From an optimization exercise on the open Yosys and OpenROAD flow, aimed at small area; shortcuts taken in it are not production practice. Only simulation tests tie the RTL to the original design; equivalence was not proved. Power figures rest on the tool's default switching activity, not on a simulated workload.

==> flow/run.sh <==
#!/bin/bash
# Standard layout, with the smallest buffer on the ports and no dummy loads
# in the clock tree.
set -euo pipefail
export BUFFER_PORTS_ARGS="-buffer_cell sky130_fd_sc_hd__buf_1"
export CTS_ARGS="-sink_clustering_enable -repair_clock_nets -dont_use_dummy_load"
bash standard.sh > standard_flow.log 2>&1
==> standard.sh <==
#!/bin/bash
# synth_recipe.tcl (not shown) runs the flow's synth.tcl, then flattens the netlist and writes it again
# the make line also repeats each setting of config.mk as NAME=value (left out here)
make -C /OpenROAD-flow-scripts/flow DESIGN_CONFIG=/design/flow/config.mk WORK_HOME=/design/flow/orfs CLKGATE_MAP_FILE= SYNTH_SCRIPT=/design/flow/synth_recipe.tcl "${@:-finish}"
==> config.mk <==
export PLATFORM = sky130hd
export DESIGN_NAME = io_top
export DESIGN_NICKNAME = io_top
export VERILOG_FILES = /design/flow/design.v
export SDC_FILE = /design/flow/constraint.sdc
export NUM_CORES = 4
export LEC_CHECK = 0
export ABC_AREA = 1
export CAP_MARGIN = 20
export CORE_MARGIN = 2
export CORE_UTILIZATION = 40
export SLEW_MARGIN = 20
==> constraint.sdc <==
create_clock -name core_clock -period 12.0 [get_ports {clk}]
set_input_delay 2.4000 -clock core_clock [delete_from_list [all_inputs] [get_ports {clk}]]
set_output_delay 2.4000 -clock core_clock [all_outputs]
set_load 0.01 [all_outputs]
==> design.v <==
module io_top (
  input  logic              clk,
  input  logic              rstn,
  input  logic              rxd,
  output logic              txd,
  output logic [31:0]       instr_wr_addr,
  output logic [31:0]       instr_wr_data,
  output logic              instr_wr_en,
  output logic              core_start,
  input  logic              core_end,
  output logic [31:0]       mem_rd_addr,
  output logic              mem_rd_rd,
  input  logic [31:0]       mem_data,
  input  logic              mem_data_ready
);
  localparam logic [3:0] W_INIT = 4'd0, W_GREET = 4'd1, W_WSTART = 4'd2, W_LOADED = 4'd3,
                         W_WEND = 4'd4, W_HEADER = 4'd5, W_READ = 4'd6, W_IDLE = 4'd7,
                         W_STROBE = 4'd8, W_WDATA = 4'd9, W_HUND = 4'd10, W_TENS = 4'd11,
                         W_ONES = 4'd12, W_PIXEL = 4'd13;
  localparam logic [1:0] LD_LEN = 2'd0, LD_WORD = 2'd1, LD_DONE = 2'd2;
  logic [3:0]  wst;         
  logic [3:0]  byte_idx;    
  logic [2:0]  pix_idx;
  logic        push, pop;
  logic [3:0]  fcount;      
  logic        pix_last;    
  logic [1:0]  ld_st;
  logic [1:0]  byte_cnt;
  logic [23:0] wdata;       
  logic [29:0] num_words;   
  logic [29:0] word_idx;
  logic       rxd_meta, rxd_s;
  logic [6:0] rc;
  logic       rx_valid;
  logic [7:0] rx_byte;
  logic       rx_idle, rx_data, rx_stop;
  assign rx_idle = rc[6] & rc[3] & ~rc[4];
  assign rx_data = ~rc[6];
  assign rx_stop = rc[6] & ~rc[5] & ~rc[3];
  always_ff @(posedge clk) begin
    if (!rstn) begin
      rxd_meta <= 1'b1;
      rxd_s    <= 1'b1;
      rc       <= 7'd72;
      rx_valid <= 1'b0;
    end else begin
      rxd_meta <= rxd;
      rxd_s    <= rxd_meta;
      rx_valid <= rx_stop && rc[2:0] == 3'd7 && rxd_s;
      if (rx_idle)
        rc <= rxd_s ? 7'd72 : 7'd124;
      else if (rc == 7'd127 && rxd_s)
        rc <= 7'd72;
      else
        rc <= rc + 7'd1;
    end
  end
  always_ff @(posedge clk) begin
    if (rx_data && rc[2:0] == 3'd7)
      rx_byte <= {rxd_s, rx_byte[7:1]};
  end
  logic       len_borrow;
  logic [7:0] len_sub;
  logic [8:0] len_diff;
  assign len_sub  = (ld_st != LD_LEN) ? 8'd0 : (byte_cnt == 2'd0) ? 8'd4 : {7'd0, len_borrow};
  assign len_diff = {1'b0, rx_byte} - {1'b0, len_sub};
  always_ff @(posedge clk) begin
    if (!rstn) begin
      ld_st       <= LD_LEN;
      byte_cnt    <= 2'd0;
      word_idx    <= 30'd0;
      instr_wr_en <= 1'b0;
      core_start  <= 1'b0;
    end else begin
      instr_wr_en <= 1'b0;
      core_start  <= 1'b0;
      if (instr_wr_en) word_idx <= word_idx + 30'd1;
      if (rx_valid && ld_st != LD_DONE) begin
        byte_cnt <= byte_cnt + 2'd1;
        if (byte_cnt == 2'd3) begin
          if (ld_st == LD_LEN) begin
            if (len_diff[8]) begin
              core_start <= 1'b1;
              ld_st      <= LD_DONE;
            end else begin
              ld_st <= LD_WORD;
            end
          end else begin
            instr_wr_en <= 1'b1;
            if (word_idx == num_words) begin
              core_start <= 1'b1;
              ld_st      <= LD_DONE;
            end
          end
        end
      end
    end
  end
  always_ff @(posedge clk) begin
    if (ld_st == LD_DONE) begin
      if ((wst == W_STROBE || wst == W_WDATA) && mem_data_ready) wdata <= mem_data[23:0];
    end else if (rx_valid && byte_cnt != 2'd3) begin
      wdata <= {len_diff[7:0], wdata[23:8]};
    end
    if (ld_st == LD_DONE) begin
      if (pix_last) num_words[15:0] <= wdata[23:8];
    end else if (rx_valid && byte_cnt == 2'd3 && ld_st == LD_LEN) begin
      num_words <= {len_diff[7:0], wdata[23:2]};
    end
    if (rx_valid) len_borrow <= len_diff[8];
  end
  assign instr_wr_addr = {word_idx, 2'b00};
  assign instr_wr_data = {rx_byte, wdata};
  assign push = (fcount != 4'd8) && (wst == W_GREET || wst == W_LOADED ||
                                     wst == W_HEADER || wst == W_PIXEL);
  assign pix_last    = push && wst == W_PIXEL && byte_idx == 4'd11;
  assign mem_rd_rd   = (wst == W_STROBE);
  assign mem_rd_addr = {27'd0, pix_idx, 2'b00};
  always_ff @(posedge clk) begin
    if (!rstn) begin
      wst     <= W_INIT;
      pix_idx <= 3'd0;
    end else begin
      case (wst)
        W_INIT:   wst <= W_GREET;
        W_GREET:  if (push) wst <= W_WSTART;
        W_WSTART: if (core_start) wst <= W_LOADED;
        W_LOADED: if (push) wst <= W_WEND;
        W_WEND:   if (core_end) wst <= W_HEADER;
        W_HEADER: if (push && byte_idx == 4'd14) wst <= W_READ;
        W_READ:   wst <= W_STROBE;
        W_STROBE, W_WDATA: wst <= mem_data_ready ? W_HUND : W_WDATA;
        W_HUND:   wst <= W_TENS;
        W_TENS:   wst <= W_ONES;
        W_ONES:   wst <= W_PIXEL;
        W_PIXEL: begin
          if (pix_last) begin
            pix_idx <= pix_idx + 3'd1;
            wst     <= (pix_idx == 3'd7) ? W_IDLE : W_READ;
          end
        end
        default: ;
      endcase
    end
  end
  always_ff @(posedge clk) begin
    if (wst == W_WEND)
      byte_idx <= 4'd0;
    else if (push && (byte_idx == 4'd14 || pix_last))
      byte_idx <= 4'd0;
    else if (push)
      byte_idx <= byte_idx + 4'd1;
  end
  always_ff @(posedge clk) begin
    if (!rstn)
      fcount <= 4'd0;
    else if (push && !pop)
      fcount <= fcount + 4'd1;
    else if (pop && !push)
      fcount <= fcount - 4'd1;
  end
  logic [6:0] tc;
  logic       tx_idle;
  logic [1:0] rseg;
  logic [3:0] rbyte;
  logic       rprev;     
  logic       rwrap;
  assign tx_idle = tc[6] & tc[3] & ~tc[4];
  assign pop     = tx_idle && (fcount != 4'd0);
  assign rwrap   = (rseg == 2'd0) ? (rbyte == 4'd2) :
                   (rseg == 2'd1) ? (rbyte == 4'd14) : (rbyte == 4'd11);
  always_ff @(posedge clk) begin
    if (!rstn) begin
      tc    <= 7'd72;
      rseg  <= 2'd0;
      rbyte <= 4'd0;
      rprev <= 1'b0;
    end else begin
      if (tx_idle)
        tc <= pop ? 7'd120 : 7'd72;
      else
        tc <= tc + 7'd1;
      if (pix_last) rprev <= 1'b1;
      if (pop) begin
        if (rwrap) begin
          rbyte <= 4'd0;
          if (rseg != 2'd2) rseg <= rseg + 2'd1;
          rprev <= 1'b0;
        end else begin
          rbyte <= rbyte + 4'd1;
        end
      end
    end
  end
  logic [7:0] chan;
  logic [1:0] hund;
  logic [6:0] rem1;
  logic [3:0] tens, ones, digit;
  logic [7:0] tbyte;
  logic [7:0] hdr_byte;
  always_comb begin
    if (rprev)
      chan = rbyte[3] ? num_words[15:8] : num_words[7:0];
    else case (rbyte[3:2])
      2'd0:    chan = wdata[7:0];
      2'd1:    chan = wdata[15:8];
      default: chan = wdata[23:16];
    endcase
    hund = (chan >= 8'd200) ? 2'd2 : (chan >= 8'd100) ? 2'd1 : 2'd0;
    rem1 = 7'(chan - 8'd100 * hund);
    tens = 4'(rem1 / 7'd10);
    ones = 4'(rem1 % 7'd10);
    case (rbyte[1:0])
      2'd0:    digit = {2'b00, hund};
      2'd1:    digit = tens;
      default: digit = ones;
    endcase
  end
  localparam logic [119:0] HDR_TAB = {8'h0a, "552 200 400", 8'h0a, "3P"};
  assign hdr_byte = 8'(HDR_TAB >> {rbyte, 3'b000});
  always_comb begin
    case (rseg)
      2'd0:    tbyte = rbyte[0] ? 8'h99 : 8'haa;
      2'd1:    tbyte = hdr_byte;
      default: tbyte = (rbyte[1:0] != 2'd3) ? {4'h3, digit} :
                       (rbyte[3] ? 8'h0a : 8'h20);
    endcase
  end
  assign txd = tc[6] ? ~tc[5] : tbyte[tc[5:3]];
endmodule
==> summary.txt, run 1 <==
The number of global-route vias before repair came to 6,482. The kind of end point of the critical path is a primary output. The register cell area after layout came out at 0.00339 sq mm.

The iteration-0 DRC count of the detailed router came out at roughly 320. The path category of the worst min-delay check is register to register. The number of optimization iterations in the first detailed-route pass is 6. For this run, asynchronously set or reset flops after synthesis account for 0%. TritonCTS built the clock tree.

The power share of the sequential group came out at around two fifths. The count of pins on the block boundary is between 100 and 150. The run finished with no timing, DRC or antenna violations.

The worst setup path is launched from a register. The data arrival at the endpoint of the critical path is approximately 5900 ps. The required arrival time at the worst endpoint is ~9600 ps. Input and output buffers added on the ports amount to 97. The total clock buffers created by CTS came out at 17. The fraction of final layout cells with drive strength greater than 1 came out at approximately 6.4%. Once detailed placement completed, the half-perimeter wirelength came to 15,500 um. The share of total power in the clock network came out at 31.2%. Using the TritonRoute via totals, the vias-per-cell ratio works out to 4.93. The combinational group share of total power came out at 27.5%. The average footprint of a synthesized cell came out at approximately 7.7 sq um. The worst path meets setup with 3660 ps of slack. Entering global routing, the biggest net connects 44 pins.

The total routed wirelength came out at 20,200 um. The die width is around 150 um. The capture point of the worst reg-to-reg path is wdata[2]$_DFFE_PP_. At the later pin of the worst-skew pair, clock insertion delay measures between 400 and 500 ps. The number of antenna diodes in the final layout is 0. The number of enable-type register cells in the synthesized netlist came out at 63. Among all flip-flop cells after synthesis, the most frequent one is dfxtp_1. The number of instances resized during post-cts repair is 0.

The cell area that synthesis handed to floorplanning was between 0.008 and 0.009 sq mm. The count of endpoints failing setup in the final report came out at 0. In this run the critical register-to-register path is launched from ld_st[0]$_SDFFE_PN0P_. From synthesis to final layout, the design area changed by 11.3%.

The global-route wire length before repair is roughly 32,000 um. The number of maximum-capacitance constraint violations is 0. In the routed design, unresolved DRC markers number 0. Sequential elements use between 40% and 50% of the synthesized area. The overall track demand over capacity in global routing is between 10% and 20%. The number of cell rows came out at 52. The number of antenna violations at the first check in global routing came out at 0.

The power density of the placed cells came out at about 150 mW/mm^2. The most frequent cell on the critical path is nand2_1. The startpoint of the lowest-slack hold path is rxd_meta$_SDFF_PN1_. The vias after detailed routing is 7,042. The area used by multi-input combinational logic is around 0.0040 sq mm. The total number of clock tree sinks came out at ~140. Of the total power, the share spent switching nets is about a third. The path with the worst hold slack has its endpoint at rxd_s$_SDFF_PN1_. The total global routing overflow came out at 0. The synthesis warning total came out at 1. The cell area after layout is roughly 0.0091 sq mm.

Overall power consumption after layout is estimated at ~1300 uW. The count of fill cells added during filler insertion came out at between 2k and 2.5k. After floorplanning, the core was sized to cover 0.0202 sq mm. The slowest library cell on the worst path is dfxtp_1.

The count of buffers added by post-CTS timing repair for setup is 0. The utilization of the core after routing is a little under half. The placed cell area is around 0.0087 sq mm. The fraction of the cycle the final worst path needs is between 60% and 70%. The maximum vdd drop is 0.0000925 V. The post-layout minimum cycle time came out at about 8300 ps. The maximum buffer depth of the clock tree is 2.

In this run the clock root is driven by a clkbuf_16. Clock-pin slew was measured on the worst setup and hold paths at around 60 ps. The leading cell type in the layout, fill and taps excluded is nand2_1. The largest fanout on the critical path came out at 26.

The stage delay of the slowest cell on the critical path came out at just under 1000 ps. In the final routed layout, each cell accounts on average for roughly 14 um. By startpoint and endpoint, the worst setup path is classified as register to primary output. The final max-slew violation count came to 0. The floorplan die area is ~0.022 sq mm. Cell internal power was estimated by the tool at roughly 890 uW. The power spent charging and discharging nets is 437 uW. The final number of hold-violating endpoints is 0.

The effective utilization at floorplan is 40.5%. The upper clock frequency limit came out at between 100 and 150 MHz. The floorplan step set the die height to about 150 um.

The total of hold buffers inserted after clock tree synthesis came out at 0. Counting every instance in the synthesized netlist gives about 1.1k. The number of levels in the clock H-tree is 4.

The last weighted congestion value of the routability-driven placer is ~0.87. The minimum setup slack among reg-to-reg paths is just over 9000 ps. The worst reg-to-reg path cell count came out at 5.

The depth of the worst hold-timing path is 1. Setup repair after global routing left no endpoint under its margin. The worst clock skew is ~29 ps. The worst slew margin relative to its limit is a little under a third. The final layout net count came out at 1,227. The setup total negative slack is 0 ps. The static leakage came out at 0.00371 uW. The top cell types in the final layout, fill and taps aside, are nand2_1 (242), inv_1 (148), buf_1 (97). Once detail routing completed, the nets flagged for antenna violations numbered 0. The pre-CTS setup slack came out at roughly 4000 ps. The post-synthesis register bit count came out at around 140. The number of unique standard cell types used by synthesis is 53.

The transition time at the pin with the least slew margin came out at ~1000 ps.
per-stage QoR:
stage / hold slack [ps] / cells
floorplan: 393 / 1096
global placement: 399 / 1411
detailed placement: 405 / 1411
CTS: 420 / 1428
global route: 436 / 1428
finish: 420 / 1428
cell families after synthesis:
kind of cell               share of synthesized area, %
AOI/OAI and AO/OA                                  11.1
xor gates and xnor gates                           3.95
adders and majority gates                          4.69
buffers and inverters                              11.5
DFF                                                41.5
other                                            0.0459
and+or+nand+nor                                    27.2
area by class of cell:
cell class / count / area share, %
Clock buffer: 17 / 4.68
Inverter: 155 / 6.41
Multi-Input combinational cell: 748 / 43.6
Sequential cell: 138 / 37.3
Tap cell: 270 / 3.72
Timing Repair Buffer: 100 / 4.25
power by group through the flow:
stage / logic (uW) / clock network, uW / registers [uW]
finish: 365 / 415 / 548
detailed placement: 363 / 0 / 557
CTS: 365 / 425 / 547
global placement: 359 / 0 / 557
floorplan: 311 / 0 / 544
global route: 425 / 444 / 553
state kept, by name, summed over array words and instances (netlist names):
signal       cells
pix_idx          3
rx_byte          8
rprev            1
byte_cnt         2
num_words       30
core_start       1
wst              4
byte_idx         4
rxd_meta         1
rseg             2
fcount           4
len_borrow       1
word_idx        30
rx_valid         1
instr_wr_en      1
rbyte            4
wdata           24
rxd_s            1
rc               7
tc               7
ld_st            2
layer usage:
metal | part of all wire, % | global-route usage [%]
met5 | 0 | 0
met2 | 48 | 31.1
met4 | 1.9 | 7.12
met1 | 46 | 24.9
met3 | 4.1 | 3.73
synthesized netlist by cell type, types with 3 or more instances:
cell type	instances	area [sq um]
nand2_1	242	908
inv_1	148	556
nor2_1	91	342
dfxtp_1	75	1500
o21ai_0	64	320
edfxtp_1	63	1890
a21oi_1	58	290
nand3_1	54	270
buf_4	31	233
ha_1	29	363
nor3_1	29	145
xor2_1	21	184
clkbuf_1	19	71.3
nand4_1	14	87.6
nor4_1	14	87.6
or2_2	14	87.6
xnor2_1	14	123
nand2_2	12	75.1
inv_2	6	22.5
o211ai_1	6	45.0
a211oi_1	5	37.5
nand2_4	5	56.3
a31oi_1	4	25.0
buf_6	4	45.0
nand3_2	4	40.0
a311oi_1	3	26.3
nor2_4	3	33.8
worst max path at each step:
stage / start / to / slack (ps) / depth (start not counted)
floorplan: rbyte[3]$_SDFFE_PN0P_ / txd / 5530 / 44
global placement: rbyte[3]$_SDFFE_PN0P_ / txd / 4120 / 40
detailed placement: rbyte[3]$_SDFFE_PN0P_ / txd / 4110 / 40
CTS: rbyte[3]$_SDFFE_PN0P_ / txd / 3650 / 40
global route: rbyte[3]$_SDFFE_PN0P_ / txd / 3000 / 43
finish: rbyte[3]$_SDFFE_PN0P_ / txd / 3660 / 40
worst max-delay path: cells and delay by family, from the launching register on:
family	cells	cell delay [ps]
adders and majority gates	4	710
xor gates and xnor gates	1	180
and+or+nand+nor	19	1760
DFF	1	990
buffers and inverters	10	980
AOI/OAI and AO/OA	6	880
==> inputs of run 2 (changes only) <==
==> run.sh (new file) <==
#!/bin/bash
# synth_recipe.tcl (not shown) runs the flow's synth.tcl, then flattens the netlist and writes it again
# the make line also repeats each setting of config.mk as NAME=value (left out here)
make -C /OpenROAD-flow-scripts/flow DESIGN_CONFIG=/design/flow/config.mk WORK_HOME=/design/flow/orfs CLKGATE_MAP_FILE= SYNTH_SCRIPT=/design/flow/synth_recipe.tcl finish
removed: flow/run.sh
removed: standard.sh
==> run 2 against run 1 <==
  * Utilization rose by 4.2 points
  * Design area grew 9.3%
  * Sequential power about the same
  * Area after synthesis unchanged
  * Still clean
  * Die area unchanged
  * Synthesized cell count unchanged
  * Highest routed layer unchanged
==> summary.txt, run 2 <==
The worst setup path is launched from a register. The largest fanout on the critical path came to 26 (unchanged). The area fraction of the dominant cell type after synthesis came to 23.2% (unchanged). After synthesis, the largest family of logic cells by area is simple AND/OR/NAND/NOR gates. In the synthesized netlist the dominant register cell turns out to be dfxtp_1. The stage delay of the slowest cell on the critical path came to 1020 ps (+30 ps). Among all cell types in the netlist, the one instantiated most often is nand2_1. Setup repair after global routing left no endpoint under its margin. The via density per instance came out at 4.90 (-0.71%).

The number of buffer and inverter stages on the critical path came to 10 (unchanged). The count of fill cells added during filler insertion came to 1,991 (-5.6%). The total routed wirelength was 20,500 um (+1.4%). The final max-slew violation count came out at 0 (unchanged). The overall track demand over capacity in global routing came out at 19.1% (+0.19 points). The number of buffer cells added on primary ports came out at 97 (unchanged). The average footprint of a synthesized cell came out at 7.66 sq um (unchanged). The post-synthesis instance total is 1,066 (unchanged).

The fraction of synthesis flops using an asynchronous set or reset pin came out at 0% (unchanged). The required arrival time at the worst endpoint came out at 9600 ps (about the same). The fraction of the cycle the final worst path needs is 72.9% (+3.4 points). After synthesis, the most frequently instantiated cells are nand2_1 (242), inv_1 (148), nor2_1 (91). The final number of hold-violating endpoints came out at 0 (unchanged). The floorplan die area is 0.0216 sq mm (unchanged).

The slowest library cell on the worst path is dfxtp_1. The final routed DRC violation total is 0 (unchanged). The effective utilization at floorplan came out at 40.5% (unchanged).

Leaving out fill and tap cells, the most frequent cell in the layout is nand2_1. The logic depth of the worst path, buffers included is 42 (+5.0%). The final hold slack is 414 ps (-5.23 ps). The pin count of the biggest net entering global routing was 44 (unchanged).

The count of endpoints failing setup in the final report is 0 (unchanged). The area growth from synthesis to layout is 21.7%. The fraction of the mapped netlist area in adder cells is 4.69% (unchanged). The setup total negative slack came out at 0 ps (unchanged). The number of instances resized during post-cts repair is 0 (unchanged). The power density of the placed cells is 151 mW/mm^2 (+3.3%). In the layout the commonest cells are nand2_1 (242), inv_1 (148), clkdlybuf4s50_1 (97). The core footprint is 0.0202 sq mm (unchanged). Counting stages on the worst path, the most repeated cell is nand2_1. The worst clock skew was 9.85 ps (-18.8 ps). The number of optimization iterations in the first detailed-route pass is 6 (unchanged). The number of cell rows is 52 (unchanged). The antenna diode instance count is 0 (unchanged). The number of antenna violations at the first check in global routing came out at 0 (unchanged). The flow ran to the end and the layout has no timing, DRC or antenna violations. The vias after detailed routing is 7,070 (+0.40%).

The largest registers in the layout are num_words (30), word_idx (30), wdata (24). The post-layout minimum cycle time is 8750 ps (+409 ps). The post-synthesis simple-gate area fraction was 27.2% (unchanged).

The setup path with the least slack is of type register to primary output. The worst reg-to-reg path cell count is 6 (+1). The number of global-route vias before repair came out at 6,400 (-1.3%).

The multiplexer share of the synthesized area came to 0% (unchanged). The global-route wire length before repair was 32,700 um (+0.83%). The count of pins on the block boundary is 137 (unchanged). The CTS tree is yes.

The depth of the worst hold-timing path came out at 1 (unchanged). The transition time at the pin with the least slew margin came out at 1060 ps (+35.4 ps). The final layout net count was 1,228 (+0.081%). The number of levels in the clock H-tree came out at 4 (unchanged). The number of nets still failing antenna checks after routing came out at 0 (unchanged). The post-synthesis cell area is 0.00817 sq mm (unchanged).

The largest total area in the synthesized netlist belongs to edfxtp_1. The last weighted congestion value of the routability-driven placer is 0.850 (-2.1%). The total number of clock tree sinks came out at 138 (unchanged). The static leakage is 0.00408 uW (+9.9%).

The clock-pin slew on the worst setup and hold paths is 60 ps (about the same). The placed wire-length estimate came out at 15,600 um (+1.2%). After synthesis, the cell types taking the most area are edfxtp_1 (23%), dfxtp_1 (18%), nand2_1 (11%). The clock insertion delay at the later pin of the skew report came out at 430 ps (+20 ps). The data arrival at the endpoint of the critical path is 6350 ps (+410 ps). The number of maximum-capacitance constraint violations is 0 (unchanged). The number of enable-type register cells in the synthesized netlist came out at 63 (unchanged). The post-synthesis xor/xnor area fraction is 3.95% (unchanged). STA classifies the critical path endpoint as a primary output.

The iteration-0 DRC count of the detailed router is 458 (+43%). The upper clock frequency limit is 114 MHz (-4.7%). The worst slew margin relative to its limit is 29.5% (-2.4 points). The maximum buffer depth of the clock tree came to 2 (unchanged).

The fraction of final layout cells with drive strength greater than 1 came out at 7.58% (+1.2 points). The wire length per cell after detailed routing came to 14.2 um (+0.30%). The total global routing overflow came out at 0 (unchanged).

The post-synthesis register bit count is 138 (unchanged). The die width came out at 147 um (unchanged). The synthesis warning total is 1 (unchanged).

The sequential-to-total area share from yosys stat came out at 41.5% (unchanged). The die height was 147 um (unchanged). The kind of cell with the highest combined delay along the critical path is simple AND/OR/NAND/NOR gates. The number of unique standard cell types used by synthesis came out at 53 (unchanged). The count of buffers added by post-CTS timing repair for setup is 0 (unchanged). The path class of the tightest hold or removal check is register to register.

The root buffer selected by CTS is clkbuf_16. The total of hold buffers inserted after clock tree synthesis came out at 0 (unchanged). The total clock buffers created by CTS is 17 (unchanged). The compound-cell area share of the yosys netlist came out at 11.1% (unchanged). The maximum vdd drop is 0.000101 V (+8.8%).
[run 2: changes by cell type in the layout (fill, tap and decap cells not counted), sizes merged]
cell / previous run / this run
clkbuf: 17 / 20
clkdlybuf4s50: 0 / 97
inv: 154 / 157
clkinv: 1 / 6
bufinv: 0 / 4
buf: 100 / 4
[run 2: cells by family (layout without fill, tap and decap cells)]
| group | after synthesis | count (layout) |
|---|---|---|
| DFF | 138 | 138 |
| xor gates and xnor gates | 36 | 36 |
| buffers and inverters | 210 | 288 |
| adders and majority gates | 30 | 30 |
| other | 1 | 31 |
| and+or+nand+nor | 491 | 491 |
| AOI/OAI and AO/OA | 160 | 160 |
[run 2: power breakdown]
| group | leakage [uW] | internal, uW | switching (uW) |
|---|---|---|---|
| sequential | 0.00118 | 514 | 32.9 |
| combinational | 0.00258 | 140 | 233 |
| clock | 0.000326 | 374 | 205 |
[run 2: final timing paths]
check | slack (ps) | endpoint | startpoint
min | 410 | rxd_s$_SDFF_PN1_ | rxd_meta$_SDFF_PN1_
max | 3250 | txd | rbyte[3]$_SDFFE_PN0P_
max reg2reg | 9180 | wdata[0]$_DFFE_PP_ | ld_st[1]$_SDFFE_PN0P_
min reg2reg | 410 | rxd_s$_SDFF_PN1_ | rxd_meta$_SDFF_PN1_
[run 2: layer usage]
metal	wire [um]	vias up	part of all wire [%]	global-route usage [%]
li1	-	3633	-	-
met1	9300	3246	45	24.8
met2	9860	169	48	32.3
met3	993	22	4.9	4.53
met4	305	0	1.5	4.95
met5	0	-	0	0
[run 2: worst reg2reg max path, delay by kind of cell (launching register included)]
family | cells | cell delay (ps)
buffers and inverters | 3 | 1060
AOI/OAI and AO/OA | 1 | 70
DFF | 1 | 330
and+or+nand+nor | 2 | 1080
[run 2: layout make-up]
cell class	instances	area [sq um]	share of cell area, %
clock buffer	20	479	4.82
clock inverter	12	180	1.81
inverter	155	583	5.87
multi-input combinational	748	3970	39.9
sequential	138	3390	34.1
tap	270	338	3.40
timing repair buffer	101	1000	10.1
[run 2: per-stage QoR]
| step | instance area [sq um] | worst slack (ps) | utilization, % | instances | total power (uW) |
|---|---|---|---|---|---|
| 3_5_place_dp | 9280 | 3750 | 46.0 | 1412 | 932 |
| 5_1_grt | 9940 | 2560 | 49.3 | 1444 | 1600 |
| 4_1_cts | 9940 | 3280 | 49.3 | 1444 | 1510 |
| 3_3_place_gp | 9280 | 3750 | 46.0 | 1412 | 928 |
| 2_1_floorplan | 8280 | 5530 | - | 1096 | 855 |
| 6_report | 9940 | 3250 | 49.3 | 1444 | 1500 |

[separate check: timing with driven ports]
In the flow no input, the clock included, has a driving cell. The finished layouts below were timed again as built, in two steps. Step 1, drivers: a clkbuf_16 drives clk and a buf_2 each remaining input, both assumed. Step 2, shift: input delay + t, output delay - t, t = (earliest + latest rising clock arrival at the registers) / 2. This alone moves slack from input paths to output paths. Slacks: ideal ports / drivers / drivers and shift; pairs: ideal ports / drivers.
run	shift t [ns]	setup WS [ns]	worst setup path at the end	worst register clock-pin slew, ns	worst data-port slew with drivers (ns)
run 1	0.449	3.660 / 3.613 / 4.062	register to output	0.06 / 0.06	0.04
run 2	0.468	3.251 / 3.204 / 3.671	register to output	0.07 / 0.07	0.05
After both steps every run listed still meets setup and hold.
